This is an optimization exercise on Yosys and OpenROAD, whose aim is small area, a short achievable clock period and few clock cycles, not a production implementation. Power figures rest on the tool's default switching activity, not on a simulated workload.

## uint_to_decimal_ascii_core
module uint_to_decimal_ascii_core (
    input  logic         i_clk,
    input  logic         i_rst_n,
    input  logic         in_valid,
    output logic         in_ready,
    input  logic [31:0]  in_value,
    output logic         out_valid,
    input  logic         out_ready,
    output logic [5:0]   out_char,
    output logic         out_last
);
    function automatic logic [39:0] dd4(input logic [39:0] bcd, input logic [3:0] nib);
        logic [39:0] b;
        b = bcd;
        for (int s = 3; s >= 0; s--) begin
            for (int j = 0; j < 9; j++) begin
                if (b[4*j +: 4] >= 4'd5) b[4*j +: 4] = b[4*j +: 4] + 4'd3;
            end
            b = {1'b0, b[37:0], nib[s]};
        end
        dd4 = b;
    endfunction
    function automatic logic [3:0] lead_digit(input logic [39:0] bcd);
        logic [3:0] k;
        k = '0;
        for (int j = 1; j < 10; j++) begin
            if (bcd[4*j +: 4] != 4'd0) k = 4'(j);
        end
        lead_digit = k;
    endfunction
    logic [31:0] r_b;         
    logic [2:0]  r_fidx;      
    logic        r_bvalid;    
    logic        r_bfirst;    
    logic        r_in_ready;
    logic [2:0] top;
    always_comb begin
        top = '0;
        for (int k = 2; k < 8; k++) begin
            if (in_value[4*k +: 4] != 4'd0) top = 3'(k - 1);
        end
    end
  ...
export LEC_CHECK = 0
export CAP_MARGIN = 20
export CORE_MARGIN = 2
export CORE_UTILIZATION = 40
export PLACE_DENSITY = 0.6
export SLEW_MARGIN = 20
create_clock -name core_clock -period 11.0 [get_ports {i_clk}]
standard.sh (not shown) runs the stock make flow with config.mk's settings and CLKGATE_MAP_FILE= SYNTH_SCRIPT=/design/flow/synth_recipe.tcl, a recipe that flattens the netlist after the stock synthesis.
==> flow/flow/run.sh <==
#!/bin/bash
# The standard layout (standard.sh: the standard flow's own synthesis and ORFS flow), with its timing
# repair aiming for setup slack of SETUP_SLACK_MARGIN ns beyond the clock period, so that
# the achieved period comes out well below it. The make output goes to flow_make.log.
set -euo pipefail
export SETUP_SLACK_MARGIN=${MARGIN:-7.8}
bash standard.sh > flow_make.log 2>&1
Rerun with:
==> flow/run.sh (new file) <==
#!/bin/bash
# synth_recipe.tcl (not shown) runs the flow's synth.tcl, then flattens the netlist and writes it again
# the make line also repeats each setting of config.mk as NAME=value (left out here)
make -C /OpenROAD-flow-scripts/flow DESIGN_CONFIG=/design/flow/config.mk WORK_HOME=/design/flow/orfs CLKGATE_MAP_FILE= SYNTH_SCRIPT=/design/flow/synth_recipe.tcl finish
--- a/flow/config.mk
+++ b/flow/config.mk
@@ -10,3 +10,4 @@
 export CORE_UTILIZATION = 40
 export PLACE_DENSITY = 0.6
+export SETUP_SLACK_MARGIN = 5
 export SLEW_MARGIN = 20
removed: flow/flow/run.sh
removed: flow/standard.sh
=> Cell count went down by a little under a tenth; cell area went down by about a fifth; global-route usage went down by 1.6 points; routed wire length went down by about a fifth; maximum frequency went down by a quarter to a third; power went down by about a fifth; worst setup slack is worse by 1800 ps; die area does not change; clock power went down by a few percent; non-clock buffer count went down by 131.
No run of this note included a check of the RTL's function; only the layout flow was run.

---

alpha:
The RTL this note starts from:
==> flow/design.v <==
module uint_to_decimal_ascii_core (
    input  logic         i_clk,
    input  logic         i_rst_n,
    input  logic         in_valid,
    output logic         in_ready,
    input  logic [31:0]  in_value,
    output logic         out_valid,
    input  logic         out_ready,
    output logic [5:0]   out_char,
    output logic         out_last
);
    function automatic logic [3:0] add3(input logic [3:0] d);
        add3[3] = d[3] | (d[2] & (d[1] | d[0]));
        add3[2] = (d[2] & !d[1] & !d[0]) | (d[3] & d[0]);
        add3[1] = (!d[2] & d[1]) | (d[2] & d[1] & d[0]) | (d[3] & !d[0]);
        add3[0] = (!d[3] & !d[2] & d[0]) | (d[2] & d[1] & !d[0]) | (d[3] & !d[0]);
    endfunction
    function automatic logic [38:0] dd4(input logic [38:0] bcd, input logic [3:0] nib);
        logic [38:0] b;
        b = bcd;
        for (int s = 3; s >= 0; s--) begin
            for (int j = 0; j < 9; j++) b[4*j +: 4] = add3(b[4*j +: 4]);
            b = {b[37:0], nib[s]};
        end
        dd4 = b;
    endfunction
    function automatic logic [3:0] lead_digit(input logic [39:0] bcd);
        logic [3:0] k;
        k = '0;
        for (int j = 1; j < 10; j++) begin
            if (bcd[4*j +: 4] != 4'd0) k = 4'(j);
        end
        lead_digit = k;
    endfunction
    logic [31:0] r_b;         
    logic [2:0]  r_fidx;      
    logic        r_bvalid;    
    logic        r_bfirst;    
    logic        r_in_ready;
    logic [2:0] top;
    always_comb begin
        top = '0;
        for (int k = 2; k < 8; k++) begin
            if (in_value[4*k +: 4] != 4'd0) top = 3'(k - 1);
        end
    end
    logic [3:0]  r_nib;       
    logic [4:0]  r_nhb;       
    logic        r_nv, r_nfirst, r_nlast;
    logic [38:0] r_cb;
    logic        r_cb_done;
    logic [38:0] r_ob;
    logic [3:0]  r_ob_ptr;
    logic        r_ob_full;
    logic        r_ovalid, r_olast, r_svalid, r_slast;
    logic [3:0]  r_odig, r_sdig;
    logic push, ob_free, cb_move, stall, step, fetch, take, o_free;
    logic [3:0]  f_nib, f_nhi;
    logic [3:0]  ob_dig;
    logic [39:0] ob_x;
    logic [35:0] b_up;    
    assign push    = r_ob_full && !r_svalid;
    assign ob_free = !r_ob_full || (push && r_ob_ptr == 4'd0);
    assign cb_move = r_cb_done && ob_free;
    assign stall   = r_nv && r_nfirst && r_cb_done && !cb_move;
    assign step    = r_nv && !stall;
    assign fetch   = r_bvalid && !stall;
    assign take    = in_valid && r_in_ready;
    assign b_up  = {8'd0, r_b[31:4]};
    assign f_nib = r_b[4*r_fidx +: 4];
    assign f_nhi = b_up[4*r_fidx +: 4];
    assign ob_x  = {1'b0, r_ob};
    assign ob_dig = ob_x[4*r_ob_ptr +: 4];
    logic n_bvalid, n_bfirst, n_nv, n_nfirst, n_cb_done, n_ob_full, n_stall, n_ready_nt, fits_first;
    logic [2:0] n_fidx;
    assign fits_first = (in_value[31:8] == 24'd0);
    logic b_free;
    assign b_free = !r_bvalid || (fetch && r_fidx == 3'd0);
    always_comb begin
        n_bvalid = r_bvalid;
        n_bfirst = r_bfirst;
        n_fidx   = r_fidx;
        n_nv     = fetch || (r_nv && stall);
        n_nfirst = fetch ? r_bfirst : r_nfirst;
        if (fetch) begin
            n_bfirst = 1'b0;
            n_fidx   = r_fidx - 3'd1;
            if (r_fidx == 3'd0) n_bvalid = 1'b0;
        end
        if (b_free) begin
            n_bfirst = 1'b1;
            n_fidx   = top;
        end
        n_cb_done = (r_cb_done && !cb_move) || (step && r_nlast);
        n_ob_full = (r_ob_full && !(push && r_ob_ptr == 4'd0)) || cb_move;
        n_stall   = n_nv && n_nfirst && n_cb_done && n_ob_full;
        n_ready_nt = !n_bvalid || (n_fidx == 3'd0 && !n_stall);
        if (take) n_bvalid = 1'b1;
    end
    assign o_free = !r_ovalid || out_ready;
    always_ff @(posedge i_clk) begin
        if (!i_rst_n) begin
            r_bvalid   <= 1'b0;
            r_nv       <= 1'b0;
            r_in_ready <= 1'b0;
            r_cb_done  <= 1'b0;
            r_ob_full  <= 1'b0;
            r_ovalid   <= 1'b0;
            r_svalid   <= 1'b0;
        end else begin
            r_bvalid   <= n_bvalid;
            r_nv       <= n_nv;
            r_in_ready <= take ? (fits_first && !n_stall) : n_ready_nt;
            r_cb_done  <= n_cb_done;
            r_ob_full  <= n_ob_full;
            if (o_free) begin
                r_ovalid <= r_svalid || push;
                r_svalid <= 1'b0;
            end else if (push) begin
                r_svalid <= 1'b1;
            end
        end
    end
    always_ff @(posedge i_clk) begin
        if (b_free) begin
            r_b <= in_value;
        end
        r_fidx   <= n_fidx;
        r_bfirst <= n_bfirst;
        r_nfirst <= n_nfirst;
        if (fetch) begin
            r_nib   <= f_nib;
            r_nhb   <= {(f_nhi >= 4'd10), f_nhi - ((f_nhi >= 4'd10) ? 4'd10 : 4'd0)};
            r_nlast <= (r_fidx == 3'd0);
        end
        if (step) begin
            r_cb <= dd4(r_nfirst ? {34'd0, r_nhb} : r_cb, r_nib);
        end
        if (cb_move) begin
            r_ob     <= r_cb;
            r_ob_ptr <= lead_digit({1'b0, r_cb});
        end else if (push) begin
            r_ob_ptr <= r_ob_ptr - 4'd1;
        end
        if (o_free) begin
            r_odig  <= r_svalid ? r_sdig : ob_dig;
            r_olast <= r_svalid ? r_slast : (r_ob_ptr == 4'd0);
        end else if (push) begin
            r_sdig  <= ob_dig;
            r_slast <= (r_ob_ptr == 4'd0);
        end
    end
    assign in_ready  = r_in_ready;
    assign out_valid = r_ovalid;
    assign out_char  = {2'b11, r_odig};
    assign out_last  = r_olast;
endmodule
==> flow/config.mk <==
export PLATFORM = sky130hd
export DESIGN_NAME = uint_to_decimal_ascii_core
export DESIGN_NICKNAME = uint_to_decimal_ascii_core
export VERILOG_FILES = /design/flow/design.v
export SDC_FILE = /design/flow/constraint.sdc
export NUM_CORES = 4
export LEC_CHECK = 0
export ABC_AREA = 1
export CAP_MARGIN = 20
export CORE_MARGIN = 2
export CORE_UTILIZATION = 40
export PLACE_DENSITY = 0.6
export SLEW_MARGIN = 20
==> flow/constraint.sdc <==
create_clock -name core_clock -period 11.0 [get_ports {i_clk}]
set_input_delay 2.2000 -clock core_clock [delete_from_list [all_inputs] [get_ports {i_clk}]]
set_output_delay 2.2000 -clock core_clock [all_outputs]
set_load 0.01 [all_outputs]
==> flow/flow/run.sh <==
#!/bin/bash
# The standard layout (standard.sh: the standard flow's own synthesis and ORFS flow) with two changes
# to how it is made: the timing repair aims for SETUP_SLACK_MARGIN ns of setup slack, so
# that the achieved period comes out well below the clock period, and each port gets the
# smallest buffer cell (repair may still resize it). The make output goes to
# flow_make.log.
set -euo pipefail
export SETUP_SLACK_MARGIN=${MARGIN:-7.6}
export BUFFER_PORTS_ARGS="-buffer_cell sky130_fd_sc_hd__buf_1"
bash standard.sh > flow_make.log 2>&1
Changes in epsilon relative to alpha:
Settings: CTS_BUF_LIST now sky130_fd_sc_hd__clkbuf_8, previously not set; PLACE_DENSITY now 0.65, was 0.6; CORE_UTILIZATION now 55, was 40.
==> flow/flow/run.sh <==
#!/bin/bash
# The standard layout (standard.sh: the standard flow's synthesis and the ORFS flow), changed in how
# it is made only:
#  - synthesis runs flow/synth.tcl, which is synth_recipe.tcl with ABC's mapping script
#    replaced by flow/abc_area2.script (same registers, smaller logic);
#  - the timing repair aims for SETUP_SLACK_MARGIN ns of setup slack, so that the achieved
#    period comes out well below the clock period;
#  - each port gets the smallest buffer cell (repair may still resize it).
# The make output (all tools) goes to flow_make.log; ORFS keeps each step's log under orfs/logs.
set -euo pipefail
export SETUP_SLACK_MARGIN=${MARGIN:-7.6}
export BUFFER_PORTS_ARGS="-buffer_cell sky130_fd_sc_hd__buf_1"
here=$(pwd)
sed "s#SYNTH_SCRIPT=[^ ]*#SYNTH_SCRIPT=${here}/flow/synth.tcl#" standard.sh > flow_standard.sh
grep -q "SYNTH_SCRIPT=${here}/flow/synth.tcl" flow_standard.sh
bash flow_standard.sh > flow_make.log 2>&1
==> flow/flow/abc_area2.script (new file) <==
strash
dch -f
map -a
mfs2
strash
dch -f
map -a
topo
stime -c
buffer -c
dnsize -c
==> flow/flow/synth.tcl (new file) <==
# The standard flow's synthesis (synth_recipe.tcl in the work folder), with its final ABC mapping run with
# abc_area2.script (an area-oriented script with two choice/mapping rounds and mfs2) in
# place of ORFS's abc_area.script. Registers and everything else are as synth_recipe.tcl makes
# them.
set ::own_flow_dir [file dirname [file normalize [info script]]]
proc abc {args} {
  set i [lsearch -exact $args -script]
  if {$i >= 0} {
    lset args [expr {$i + 1}] [file join $::own_flow_dir abc_area2.script]
  }
  yosys abc {*}$args
}
source [file join [file dirname $::own_flow_dir] synth_recipe.tcl]
epsilon: flow completed, timing, DRC and antenna clean. [epsilon] setup slack fell 270 ps relative to alpha. epsilon improves on alpha in relative slew slack. The final reports for epsilon and alpha show via count lower in the former. alpha ended up with reg2out as its classification of the worst setup path; epsilon ended up with in2reg. Compared to alpha, epsilon has combinational group share of total power 12 points higher. Diff alpha -> epsilon | post-detailed-route wirelength per cell | up by more than 10%.
No run of this note included a check of the RTL's function; only the layout flow was run.

[re-timing with driven ports]
The flow's constraints put no driver on any port. The routed layouts listed below were extracted and timed again, unchanged, in two steps. Step 1 (the two cells are an assumption about what drives the block):
set clk [get_ports {i_clk}]
set_driving_cell -lib_cell sky130_fd_sc_hd__clkbuf_16 $clk
set_driving_cell -lib_cell sky130_fd_sc_hd__buf_2 [delete_from_list [all_inputs] $clk]
Step 2, shift: input delay + t, output delay - t, t = (earliest + latest rising clock arrival at the registers) / 2. This alone moves slack from input paths to output paths. a / b / c = ideal ports / drivers / drivers and shift; a / b = the first two.
run | t (ns) | setup slack, ns | slew at the worst register clock pin (ns)
the first run of note 1 | 0.465 | 7.481 / 7.481 / 7.229 | 0.07 / 0.07
the second run of note 1 | 0.470 | 5.631 / 5.631 / 5.631 | 0.07 / 0.07
alpha | 0.469 | 7.876 / 7.829 / 7.504 | 0.07 / 0.07
epsilon | 0.488 | 7.603 / 7.620 / 7.132 | 0.08 / 0.08
After both steps setup and hold are still met in every run listed. For epsilon, which loses most, drivers alone change the setup slack by +0.017 ns; drivers and shift together by -0.471 ns.
